This is an optimization exercise on Yosys and OpenROAD, whose aim is small area, a short achievable clock period and few clock cycles per item, not a production implementation.
In this exercise RTL edits were held to simulation tests only and were not proved equivalent to the original.
Power is estimated from default activity; no workload was simulated.

## the previous run
==> flow/design.v (excerpt) <==
module signed_integer_to_radix_digits_unit #(
   parameter int MAX_BASE = sitrd_pkg::MAX_BASE
) (
   input  wire logic                                  clock,
   input  wire logic                                  reset,
   input  wire logic                                  req_tvalid,
   output logic                                       req_tready,
   input  wire logic signed [sitrd_pkg::NUM_W-1:0]    req_tdata,
   output logic                                       rsp_tvalid,
   input  wire logic                                  rsp_tready,
   output logic [sitrd_pkg::SYM_W-1:0]                rsp_tdata,
   output logic                                       rsp_tlast,
   output logic                                       rsp_tuser,
   input  wire logic                                  csr_psel,
   input  wire logic                                  csr_penable,
   input  wire logic                                  csr_pwrite,
   input  wire logic [sitrd_pkg::CSR_ADDR_W-1:0]      csr_paddr,
   input  wire logic [sitrd_pkg::CSR_DATA_W-1:0]      csr_pwdata,
   output logic [sitrd_pkg::CSR_DATA_W-1:0]           csr_prdata,
   output logic                                       csr_pready
);
For scale: roughly 3,200 cells after synthesis.
Settings: LEC_CHECK=0, CAP_MARGIN=20, CORE_MARGIN=2, CORE_UTILIZATION=40, CTS_BUF_LIST=sky130_fd_sc_hd__clkbuf_4 sky130_fd_sc_hd__clkbuf_8, SETUP_SLACK_MARGIN=5, SLEW_MARGIN=20; clock period 11.0 ns.
run.sh (not shown) runs the stock make flow with config.mk's settings and CLKGATE_MAP_FILE= SYNTH_SCRIPT=/design/flow/synth_recipe.tcl, a recipe that flattens the netlist after the stock synthesis.
Testbench counts of the previous run, summed over its fixed seeds: cycles 44,716, items 4,800.
#### Input delta (the current run over the previous run)
diff --git a/flow/design.v b/flow/design.v
--- a/flow/design.v
+++ b/flow/design.v
@@ -99,31 +99,33 @@
       for (int k = 0; k < 8; k++) begin
          syms[k]     = symbols_low_ff[k*8 +: 8];
          syms[k + 8] = symbols_high_ff[k*8 +: 8];
       end
    end
    logic [4:0] n;         
    assign n = (radix_ff > 5'd16) ? 5'd16 : radix_ff;
    logic       cfg_pow2;        
    logic [1:0] cfg_wm1;         
    logic [3:0] cfg_k0, cfg_k1;  
    logic       cfg_n0;          
    logic [3:0] cfg_n;           
+   logic [4:0] cfg_negn;        
    always_ff @(posedge clock) begin
       cfg_pow2 <= (n == 5'd2) || (n == 5'd4) || (n == 5'd8) || (n == 5'd16) || (n < 5'd2);
       cfg_wm1  <= (n <= 5'd2) ? 2'd0 : (n <= 5'd4) ? 2'd1 : (n <= 5'd8) ? 2'd2 : 2'd3;
       cfg_k0   <= n[4:1] + {3'd0, n[0]};
       cfg_k1   <= n[4:1];
       cfg_n0   <= n[0];
       cfg_n    <= n[3:0];
+      cfg_negn <= 5'd0 - n;
    end
    logic       chk_busy;
    logic [3:0] chk_k;
    logic       chk_bad;
    logic       alpha_ok;
    logic [3:0] sym_idx;
    logic [7:0] sym_out;
    logic [15:0] chk_eq;
    logic       chk_hit;
    logic       chk_end;
    assign sym_out = syms[sym_idx];
    always_comb begin
@@ -177,34 +179,31 @@
             rin[c] = '0;
             vin[c] = top_ff[c] && c_busy && !cfg_pow2;
             zin[c] = 1'b0;
          end else begin
             rin[c] = rreg[c+1];
             vin[c] = vreg[c+1];
             zin[c] = zreg[c+1];
          end
       end
    end
    always_comb begin
       for (int c = 0; c < NC; c++) begin
-         logic [3:0] rr, kk, dd;
-         logic       bb, ge;
+         logic [3:0] rr;
+         logic [5:0] sm;
          rr = rin[c];
          for (int i = CH - 1; i >= 0; i--) begin
-            bb = x_ff[c * CH + i];
-            kk = bb ? cfg_k1 : cfg_k0;
-            ge = (rr >= kk);
-            dd = rr - kk;
-            qb[c][i] = ge;
-            rr = ge ? {dd[2:0], bb ^ cfg_n0} : {rr[2:0], bb};
+            sm = {1'b0, rr, x_ff[c * CH + i]} + {1'b0, cfg_negn};
+            qb[c][i] = sm[5];
+            rr = sm[5] ? sm[3:0] : {rr[2:0], x_ff[c * CH + i]};
          end
          rout[c] = rr;
       end
    end
    logic [XW-1:0] x_shr;
    logic [3:0]    pdigit;
    always_comb begin
       case (cfg_wm1)
          2'd0:    begin x_shr = x_ff >> 1; pdigit = {3'd0, x_ff[0]};   end
          2'd1:    begin x_shr = x_ff >> 2; pdigit = {2'd0, x_ff[1:0]}; end
          2'd2:    begin x_shr = x_ff >> 3; pdigit = {1'd0, x_ff[2:0]}; end
          default: begin x_shr = x_ff >> 4; pdigit = x_ff[3:0];         end
Results
In summary, the current run completed successfully, with a layout that passed the timing, DRC and antenna checks.
Compared to the previous run, the current run has clock period minus worst slack 0.36 ns higher.
Summary of the current run over the previous run: clock power decreased by about 8% relative to the old numbers, wire length increased by 1.5 mm relative to the old numbers.
Compared with the previous run, in the current run global routing usage summed across all routing layers has increased, maximum frequency now smaller, share of the final layout cell area in multi-input gates went down by 1.0 points, total power divided by cell area climbed 52 nW/µm².
In the reports for the previous run and the current run, the smaller floorplan die area belongs to the current run.
The current run vs. the previous run: number of stages on the worst setup path now larger; part of the Yosys area used for sequential elements now larger; post-route clock period utilization now larger; parity-gate share of the synthesized area counting xor and xnor cells now larger; post-synth net total now smaller.
Testbench counts of the current run, summed over its fixed seeds: cycles 44,716, items 4,800.

signed_integer_to_radix_digits_unit, a different RTL version from the one above (not shown whole).
Size in the first run: ~3100 cells after synthesis, about 450 flip-flops, ~190 I/O pins.
clock: 11.0 ns
lec_check: 0
cap_margin: 20
core_margin: 2
core_utilization: 40
cts_buf_list: sky130_fd_sc_hd__clkbuf_4 sky130_fd_sc_hd__clkbuf_8
setup_slack_margin: 5
slew_margin: 20
The starting point ran to the end with no violations.
Testbench counts at the start, summed over its fixed seeds: cycles 43,021, items 4,800.
Edit:
--- a/flow/design.v
+++ b/flow/design.v
@@ -165,18 +165,18 @@
    logic          vreg [1:NC-1];
    logic          zreg [1:NC-1];
    logic [3:0]    rin  [0:NC-1];
    logic          vin  [0:NC-1];
    logic          zin  [0:NC-1];
    logic [3:0]    rout [0:NC-1];
    logic [CH-1:0] qb   [0:NC-1];
-   logic [QW-1:0] q_ff, q1_ff, q2_ff;
-   logic [5:0]    qcnt_ff, q1cnt, q2cnt;
-   logic          q_full, q1_full, q2_full, q_neg, q1_neg, q2_neg;
-   logic          q_to_q1, q1_to_q2, q2_to_s, q_free, q1_free, q2_free, o_free;
+   logic [QW-1:0] q_ff, q1_ff;
+   logic [5:0]    qcnt_ff, q1cnt;
+   logic          q_full, q1_full, q_neg, q1_neg;
+   logic          q_to_q1, q1_to_s, q_free, q1_free, o_free;
    always_comb begin
       for (int c = 0; c < NC; c++) begin
          if (top_ff[c] || c == NC - 1) begin
             rin[c] = '0;
             vin[c] = top_ff[c] && c_busy && !cfg_pow2;
             zin[c] = 1'b0;
          end else begin
@@ -227,18 +227,16 @@
          dvalid     = vin[0];
          last_digit = !zin[0] && ({rin[0], x_ff[CH-1:0]} < (CH+4)'(cfg_n));
       end
    end
    assign stall    = dvalid && !q_free;
    assign c_finish = dvalid && q_free && last_digit;
    assign o_free   = !s_valid || (out_load && s_last);
-   assign q2_to_s  = q2_full && o_free && !chk_busy;
-   assign q2_free  = !q2_full || q2_to_s;
-   assign q1_to_q2 = q1_full && q2_free;
-   assign q1_free  = !q1_full || q1_to_q2;
+   assign q1_to_s  = q1_full && o_free && !chk_busy;
+   assign q1_free  = !q1_full || q1_to_s;
    assign q_to_q1  = q_full && q1_free;
    assign q_free   = !q_full || q_to_q1;
    assign req_tready = !c_busy || c_finish;
    logic [31:0]   mag32;
    logic [XW-1:0] mag_in;
    logic [NC-1:0] top_in;
    always_comb begin
@@ -249,24 +247,21 @@
          if (top_in == '0 && (c == 0 || |mag_in[c * CH +: CH])) top_in[c] = 1'b1;
    end
    always_ff @(posedge clock) begin
       if (reset) begin
          c_busy  <= 1'b0;
          q_full  <= 1'b0;
          q1_full <= 1'b0;
-         q2_full <= 1'b0;
       end else begin
          if (req_tvalid && req_tready) c_busy <= 1'b1;
          else if (c_finish)            c_busy <= 1'b0;
          if (c_finish)     q_full <= 1'b1;
          else if (q_to_q1) q_full <= 1'b0;
-         if (q_to_q1)       q1_full <= 1'b1;
-         else if (q1_to_q2) q1_full <= 1'b0;
-         if (q1_to_q2)      q2_full <= 1'b1;
-         else if (q2_to_s)  q2_full <= 1'b0;
+         if (q_to_q1)      q1_full <= 1'b1;
+         else if (q1_to_s) q1_full <= 1'b0;
       end
    end
    always_ff @(posedge clock) begin
       if (req_tvalid && req_tready) begin
          x_ff   <= mag_in;
          top_ff <= top_in;
          neg_c  <= req_tdata[31];
@@ -307,19 +302,14 @@
       if (reset) qcnt_ff <= '0;
       if (c_finish) q_neg <= neg_c;
       if (q_to_q1) begin
          q1_ff  <= q_ff;
          q1cnt  <= qcnt_ff;
          q1_neg <= q_neg;
       end
-      if (q1_to_q2) begin
-         q2_ff  <= q1_ff;
-         q2cnt  <= q1cnt;
-         q2_neg <= q1_neg;
-      end
    end
    logic [QW-1:0] s_ff;
    logic [5:0]    ocnt;
    logic          osign, oerr, s_valid;
    logic [3:0]    o_digit;
    logic [7:0]    s_byte;
    logic          s_last;
@@ -346,28 +336,28 @@
    always_ff @(posedge clock) begin
       if (reset) begin
          o_valid <= 1'b0;
          s_valid <= 1'b0;
       end else begin
          if (out_load)        o_valid <= 1'b1;
          else if (rsp_tready) o_valid <= 1'b0;
-         if (q2_to_s)                 s_valid <= 1'b1;
+         if (q1_to_s)                 s_valid <= 1'b1;
          else if (out_load && s_last) s_valid <= 1'b0;
       end
    end
    always_ff @(posedge clock) begin
       if (out_load) begin
          out_data <= s_byte;
          out_last <= s_last;
          out_user <= oerr;
       end
-      if (q2_to_s) begin
-         s_ff  <= q2_ff;
-         ocnt  <= q2cnt;
-         osign <= q2_neg && alpha_ok;
+      if (q1_to_s) begin
+         s_ff  <= q1_ff;
+         ocnt  <= q1cnt;
+         osign <= q1_neg && alpha_ok;
          oerr  <= !alpha_ok;
       end else if (out_load) begin
          if (osign) begin
             osign <= 1'b0;
          end else begin
             case (cfg_wm1)
                2'd0:    s_ff <= {s_ff[QW-2:0], 1'b0};
Outcome: The changed run ran to the end with no violations; wire length increases by about 11%; die area shrinks by 5.8%; total power came out lower by 3.7%; global-route usage increases by 4.4 points; cell count fell by about 2.7%; flip-flop and latch count decreases by 50; critical path depth fell by 2; via count rose by 0.65%.
Testbench counts after the change, summed over its fixed seeds: cycles 44,716, items 4,800.

before:
signed_integer_to_radix_digits_unit, a different RTL version from the one above (not shown whole).
Size in the first run: roughly 400 flip-flops, about 190 I/O pins, roughly 29000 µm² of cells after synthesis.
==> flow/design.v (excerpt) <==
module signed_integer_to_radix_digits_unit #(
   parameter int MAX_BASE = sitrd_pkg::MAX_BASE
) (
   input  wire logic                                  clock,
   input  wire logic                                  reset,
   input  wire logic                                  req_tvalid,
   output logic                                       req_tready,
   input  wire logic signed [sitrd_pkg::NUM_W-1:0]    req_tdata,
   output logic                                       rsp_tvalid,
   input  wire logic                                  rsp_tready,
   output logic [sitrd_pkg::SYM_W-1:0]                rsp_tdata,
   output logic                                       rsp_tlast,
   output logic                                       rsp_tuser,
   input  wire logic                                  csr_psel,
   input  wire logic                                  csr_penable,
   input  wire logic                                  csr_pwrite,
   input  wire logic [sitrd_pkg::CSR_ADDR_W-1:0]      csr_paddr,
   input  wire logic [sitrd_pkg::CSR_DATA_W-1:0]      csr_pwdata,
   output logic [sitrd_pkg::CSR_DATA_W-1:0]           csr_prdata,
   output logic                                       csr_pready
);
Settings: LEC_CHECK=0, CAP_MARGIN=20, CORE_MARGIN=2, CORE_UTILIZATION=40, SETUP_SLACK_MARGIN=5, SLEW_MARGIN=20; clock period 11.0 ns.
Testbench counts of before, summed over its fixed seeds: cycles 45,109, items 4,800.
diff inputs: before => after
--- a/flow/design.v
+++ b/flow/design.v
@@ -147,17 +147,17 @@
          chk_k   <= chk_k + 4'd1;
          chk_bad <= chk_bad || chk_hit;
          if (chk_end) begin
             chk_busy <= 1'b0;
             alpha_ok <= !(chk_bad || chk_hit) && (n >= 5'd2);
          end
       end
    end
-   localparam int NC = 8;     
+   localparam int NC = 9;     
    localparam int XW = 32;
    logic [XW-1:0] x_ff;
    logic          neg_c;
    logic          c_busy;
    logic [NC-1:0] top_ff;      
    logic [3:0]    rreg [1:NC-1];
    logic          vreg [1:NC-1];
    logic          zreg [1:NC-1];
@@ -184,17 +184,17 @@
       end
    end
    always_comb begin
       for (int c = 0; c < NC; c++) begin
          logic [3:0] rr, kk, dd;
          logic       bb, ge;
          rr = rin[c];
          qb[c] = '0;
-         for (int i = 4; i >= 0; i--) if (i < ((c == 0) ? 3 : (c == NC - 1) ? 5 : 4)) begin
+         for (int i = 4; i >= 0; i--) if (i < ((c == 0) ? 3 : (c == NC - 1) ? 1 : 4)) begin
             bb = x_ff[((c == 0) ? 0 : 4 * c - 1) + i];
             kk = bb ? cfg_k1 : cfg_k0;
             ge = (rr >= kk);
             dd = rr - kk;
             qb[c][i] = ge;
             rr = ge ? {dd[2:0], bb ^ cfg_n0} : {rr[2:0], bb};
          end
          rout[c] = rr;
@@ -225,17 +225,17 @@
    end
    assign stall    = dvalid && !q_free;
    assign c_finish = dvalid && q_free && last_digit;
    assign o_free   = !s_valid || (out_load && s_last);
    assign q1_to_s  = q1_full && o_free && !chk_busy;
    assign q1_free  = !q1_full || q1_to_s;
    assign q_to_q1  = q_full && q1_free;
    assign q_free   = !q_full || q_to_q1;
-   assign req_tready = !c_busy || c_finish;
+   assign req_tready = !c_busy || (dvalid && last_digit && !q_full);
    logic [31:0]   mag32;
    logic [XW-1:0] mag_in;
    logic [NC-1:0] top_in;
    always_comb begin
       mag32  = req_tdata[31] ? (32'd0 - req_tdata) : req_tdata;
       mag_in = XW'(mag32);
       top_in = '0;
       for (int c = NC - 1; c >= 0; c--)
@@ -261,17 +261,17 @@
          top_ff <= top_in;
          neg_c  <= req_tdata[31];
       end else if (c_busy && !stall) begin
          if (cfg_pow2) begin
             x_ff <= x_shr;
          end else begin
             for (int c = 0; c < NC; c++)
                for (int i = 0; i < 5; i++)
-                  if (i < ((c == 0) ? 3 : (c == NC - 1) ? 5 : 4) && vin[c]) x_ff[((c == 0) ? 0 : 4 * c - 1) + i] <= qb[c][i];
+                  if (i < ((c == 0) ? 3 : (c == NC - 1) ? 1 : 4) && vin[c]) x_ff[((c == 0) ? 0 : 4 * c - 1) + i] <= qb[c][i];
          end
       end
    end
    always_ff @(posedge clock) begin
       for (int c = 1; c < NC; c++) begin
          if (reset || c_finish || (req_tvalid && req_tready)) begin
             vreg[c] <= 1'b0;
          end else if (!stall) begin
Clock skew delta (after − before): unfavourable
Between after and before, the worst hold margin does not differ in any meaningful way.
Diff before -> after: sequential share of cell area lost 0.87 points, clock network power neither gained nor lost much, clock-buffer cell count picked up an extra about 5%, worst path setup slack after routing picked up an extra 0.39 ns, fraction of power spent switching nets lost 0.23 points.
Design area (after vs. before) increases by a few percent
after against before: number of standard cells after synthesis picked up an extra 114, data arrival time of the critical path went down 0.35 ns.
Changes observed in after relative to before: number of placed instances with taps included climbed 128; number of global-route vias before repair has increased.
Testbench counts of after, summed over its fixed seeds: cycles 45,341, items 4,800.

re-timing with driven ports:
Ports are ideal in the flow. The routed layouts listed here were re-timed in OpenROAD. Step 1 sets driving cells, clkbuf_16 on the clock port and buf_2 on the other inputs (assumed; they add their load-dependent delay and slew). Step 2 moves the port delays by t, midway between the first and last clock arrival at a register: inputs arrive t later, outputs are due t later. That takes back most of the time a late clock gives input paths. Slacks: ideal ports / drivers / drivers and shift; pairs: ideal ports / drivers.
run | t (ns) | setup WS [ns] | worst setup path at the end | worst data-port slew with drivers (ns)
the previous run | 0.734 | 4.745 / 4.745 / 4.562 | input to register | 0.12
the current run | 0.723 | 4.390 / 4.390 / 4.390 | register to register | 0.06
the first run of note 2 | 0.738 | 4.951 / 4.949 / 4.567 | input to register | 0.10
the second run of note 2 | 0.756 | 4.767 / 4.767 / 4.521 | input to register | 0.06
before | 0.652 | 4.439 / 4.439 / 4.439 | register to register | 0.07
after | 0.649 | 4.827 / 4.827 / 4.827 | register to register | 0.10
After both steps every run listed still meets setup and hold. For the first run of note 2, which loses most, drivers alone change the setup slack by -0.002 ns; drivers and shift together by -0.384 ns.
